From an optimization exercise on the open Yosys and OpenROAD flow, aimed at small area, a short achievable clock period and few clock cycles per item; shortcuts taken in it are not production practice. The RTL was checked by simulation tests, not by an equivalence proof against the original design.

==> build 56 <==
## fir_mac_seq
module fir_mac_seq #(
  parameter int DW    = 16,
  parameter int CW    = 16,
  parameter int TAPS  = 8,
  parameter int SHIFT = 15
) (
  input  logic                      clk,
  input  logic                      reset,
  input  logic                      in_valid,
  output logic                      in_ready,
  input  logic [DW-1:0]             x_in,
  input  logic                      mode,
  input  logic                      coef_we,
  input  logic                      coef_sel,
  input  logic [$clog2(TAPS)-1:0]   coef_addr,
  input  logic [CW-1:0]             coef_data,
  output logic                      coef_err,
  output logic                      out_valid,
  input  logic                      out_ready,
  output logic [DW-1:0]             y_out,
  output logic                      out_sat
);
  logic [23:0] dly  [8];
  logic [15:0] cf0  [8];
  logic [15:0] cf1  [8];
  logic [7:0]  dv;             
  logic [7:0]  cv0, cv1;       
  logic [7:0]  sl0, sl1;       
  logic        accept;
  logic        rdy, busy, err;    
  logic [2:0]  owed;           
  logic [3:0]  pv;           
  logic [7:0]  dvn;
  assign accept   = in_valid & rdy;
  assign dvn      = accept ? {dv[6:0], 1'b1} : dv;
  assign rdy      = owed < 3'(6);    
  assign in_ready = ~busy;
  assign coef_err = err;
  always_ff @(posedge clk) begin
    if (accept) begin
      dly[0] <= xenc;
      for (int k = 1; k < 8; k++) dly[k] <= dly[k-1];
    end
    if (coef_we && rdy && !coef_sel) cf0[coef_addr] <= coef_data;
    if (coef_we && rdy &&  coef_sel) cf1[coef_addr] <= coef_data;
    for (int k = 0; k < 8; k++) begin
      sl1[k] <=  mode & dvn[k] & (cv1[k] | (coef_we && rdy &&  coef_sel && coef_addr == 3'(k)));
      sl0[k] <= ~mode & dvn[k] & (cv0[k] | (coef_we && rdy && !coef_sel && coef_addr == 3'(k)));
    end
  end
  always_ff @(posedge clk or posedge reset) begin
  ...
==> flow/config.mk <==
export PLATFORM = sky130hd
export DESIGN_NAME = fir_mac_seq
export DESIGN_NICKNAME = fir_mac_seq
export VERILOG_FILES = /design/flow/design.v
export SDC_FILE = /design/flow/constraint.sdc
export NUM_CORES = 4
export LEC_CHECK = 0
export CAP_MARGIN = 20
export CORE_MARGIN = 2
export CORE_UTILIZATION = 60
export SLEW_MARGIN = 20
export SYNTH_HIERARCHICAL = 1
export SYNTH_MINIMUM_KEEP_SIZE = 0
==> flow/constraint.sdc <==
create_clock -name core_clock -period 11.0 [get_ports {clk}]
set_input_delay 2.2000 -clock core_clock [delete_from_list [all_inputs] [get_ports {clk}]]
set_output_delay 2.2000 -clock core_clock [all_outputs]
set_load 0.01 [all_outputs]
standard.sh (not shown) runs the stock make flow with config.mk's settings and CLKGATE_MAP_FILE= SYNTH_SCRIPT=/design/flow/synth_recipe.tcl, a recipe that flattens the netlist after the stock synthesis.
==> flow/flow/run.sh <==
#!/bin/bash
set -euo pipefail
knobs='SETUP_SLACK_MARGIN=7.3 "BUFFER_PORTS_ARGS=-buffer_cell sky130_fd_sc_hd__buf_2" "CTS_ARGS=-sink_clustering_enable -repair_clock_nets -dont_use_dummy_load"'
sed "s|\"\${@:-finish}\"|$knobs \"\${@:-finish}\"|" standard.sh > standard_tuned.sh
grep -q 'SETUP_SLACK_MARGIN=7.3' standard_tuned.sh
bash standard_tuned.sh finish > flow.log 2>&1
==> trial 9 (differences from build 56) <==
==> flow/flow/run.sh (replaced) <==
#!/bin/bash
set -euo pipefail
knobs='SETUP_SLACK_MARGIN=7.0 "BUFFER_PORTS_ARGS=-buffer_cell sky130_fd_sc_hd__buf_2" "CTS_ARGS=-sink_clustering_enable -repair_clock_nets -dont_use_dummy_load"'
sed "s|\"\${@:-finish}\"|$knobs \"\${@:-finish}\"|" standard.sh > standard_tuned.sh
grep -q 'SETUP_SLACK_MARGIN=7.0' standard_tuned.sh
bash standard_tuned.sh finish > flow.log 2>&1
Settings changed: CORE_UTILIZATION 60 to 55.
==> qor summary <==
|  | build 56 | trial 9 |
|---|---|---|
| Setup slack, reg-to-reg | 7250 ps | 6970 ps |
| Gpl congestion | 1.075 | 1.055 |
| Gr usage total | 0.4404 | 0.4094 |
| Die area | 0.1243 sq mm | 0.1354 sq mm |
| Outcome | timing/DRC/antenna clean | timing/DRC/antenna clean |
| FILL cells | 8,813 | 10,480 |
| Hold_sp | r1_2 | r1_0 |
| Clk pin slew, worst setup/hold paths | 70 ps | 60 ps |
| Antenna Cells | 10 | 13 |
| Count of instances resized after the clock tree is built | 233 | 149 |
| Hold EP | r2_309 | r2_307 |
| GRT met1 Usage | 0.5526 | 0.5297 |
| Highest clock frequency the design can meet | 266.5 MHz | 248.3 MHz |
Testbench counts of build 56, summed over its fixed seeds: cycles 2,088, items 2,048.
Testbench counts of trial 9, summed over its fixed seeds: cycles 2,088, items 2,048.


==> inputs of run a <==
Another version of the RTL of fir_mac_seq (not shown whole).
clock: 11.0 ns
lec_check: 0
cap_margin: 20
core_margin: 2
core_utilization: 60
slew_margin: 20
synth_hierarchical: 1
synth_minimum_keep_size: 0
==> flow/flow/run.sh <==
#!/bin/bash
set -euo pipefail
knobs='SETUP_SLACK_MARGIN=7.3 "BUFFER_PORTS_ARGS=-buffer_cell sky130_fd_sc_hd__buf_2" "CTS_ARGS=-sink_clustering_enable -repair_clock_nets -dont_use_dummy_load"'
sed "s|\"\${@:-finish}\"|$knobs \"\${@:-finish}\"|" standard.sh > standard_tuned.sh
grep -q 'SETUP_SLACK_MARGIN=7.3' standard_tuned.sh
bash standard_tuned.sh finish > flow.log 2>&1
==> inputs of run b, as changes to run a <==
==> flow/flow/run.sh (replaced) <==
#!/bin/bash
set -euo pipefail
knobs='SETUP_SLACK_MARGIN=7.5 "BUFFER_PORTS_ARGS=-buffer_cell sky130_fd_sc_hd__buf_2" "CTS_ARGS=-sink_clustering_enable -repair_clock_nets -dont_use_dummy_load"'
sed "s|\"\${@:-finish}\"|$knobs \"\${@:-finish}\"|" standard.sh > standard_tuned.sh
grep -q 'SETUP_SLACK_MARGIN=7.5' standard_tuned.sh
bash standard_tuned.sh finish > flow.log 2>&1
- CORE_UTILIZATION: 60 -> 55
==> notes <==
Sequential cell count is the same in run a and run b. Worst setup slack: run b is lower than run a (0.051 ns). Register-to-register slack: run b is worse than run a (0.05 ns). In run a the final cell count is smaller than in run b, by about 5.6%. Between run b and run a, the lower worst hold slack is in run a (gap 0.0032 ns).
==> figures <==
item	run a	run b
Proportion of layout cells with a drive suffix above 1	10.64%	22.52%
Worst skew pair latency	0.75 ns	0.78 ns
Detailed router's first-iteration violation count	6,121	6,868
Number of gates resized after CTS	204	444
Tapcell Cnt	1,612	1,755
Die Y-Extent	351.5 um	367 um
Result of the run	timing/DRC/antenna clean	timing/DRC/antenna clean
Area used by multi-input combinational logic	47,180 um2	49,350 um2
Clk cell area share	3.469%	3.352%
Global-route wire length before repair	357.0 mm	403.6 mm
Cell type of the slowest stage on the worst timing path	sky130_fd_sc_hd__fa_1	sky130_fd_sc_hd__edfxtp_1
Testbench counts of run a, summed over its fixed seeds: cycles 2,088, items 2,048.
Testbench counts of run b, summed over its fixed seeds: cycles 2,088, items 2,048.

[what the ideal ports hide]
Ports are ideal in the flow. The routed layouts listed here were re-timed in OpenROAD.
Step 1 assumes that a clkbuf_16 drives the clock port and a buf_2 every other input.
Step 2, shift: input delay + t, output delay - t, t = (earliest + latest rising clock arrival at the registers) / 2. This alone moves slack from input paths to output paths.
a / b / c = ideal ports / drivers / drivers and shift; a / b = the first two.
| run | t, ns | slack for setup (ns) | hold slack, ns | worst setup path at the end | latest minus earliest clock arrival (ns) |
|---|---|---|---|---|---|
| build 56 | 0.791 | 7.247 / 7.247 / 6.554 | 0.324 / 0.324 / 0.324 | input to register | 0.077 / 0.077 |
| trial 9 | 0.811 | 6.973 / 6.973 / 6.323 | 0.325 / 0.325 / 0.325 | input to register | 0.101 / 0.101 |
| run a | 0.781 | 7.234 / 7.234 / 6.651 | 0.322 / 0.322 / 0.322 | input to register | 0.094 / 0.094 |
| run b | 0.800 | 7.183 / 7.183 / 6.798 | 0.325 / 0.325 / 0.325 | input to register | 0.129 / 0.129 |
After both steps every run listed still meets setup and hold. For build 56, which loses most, drivers alone change the setup slack by 0.000 ns; drivers and shift together by -0.693 ns.
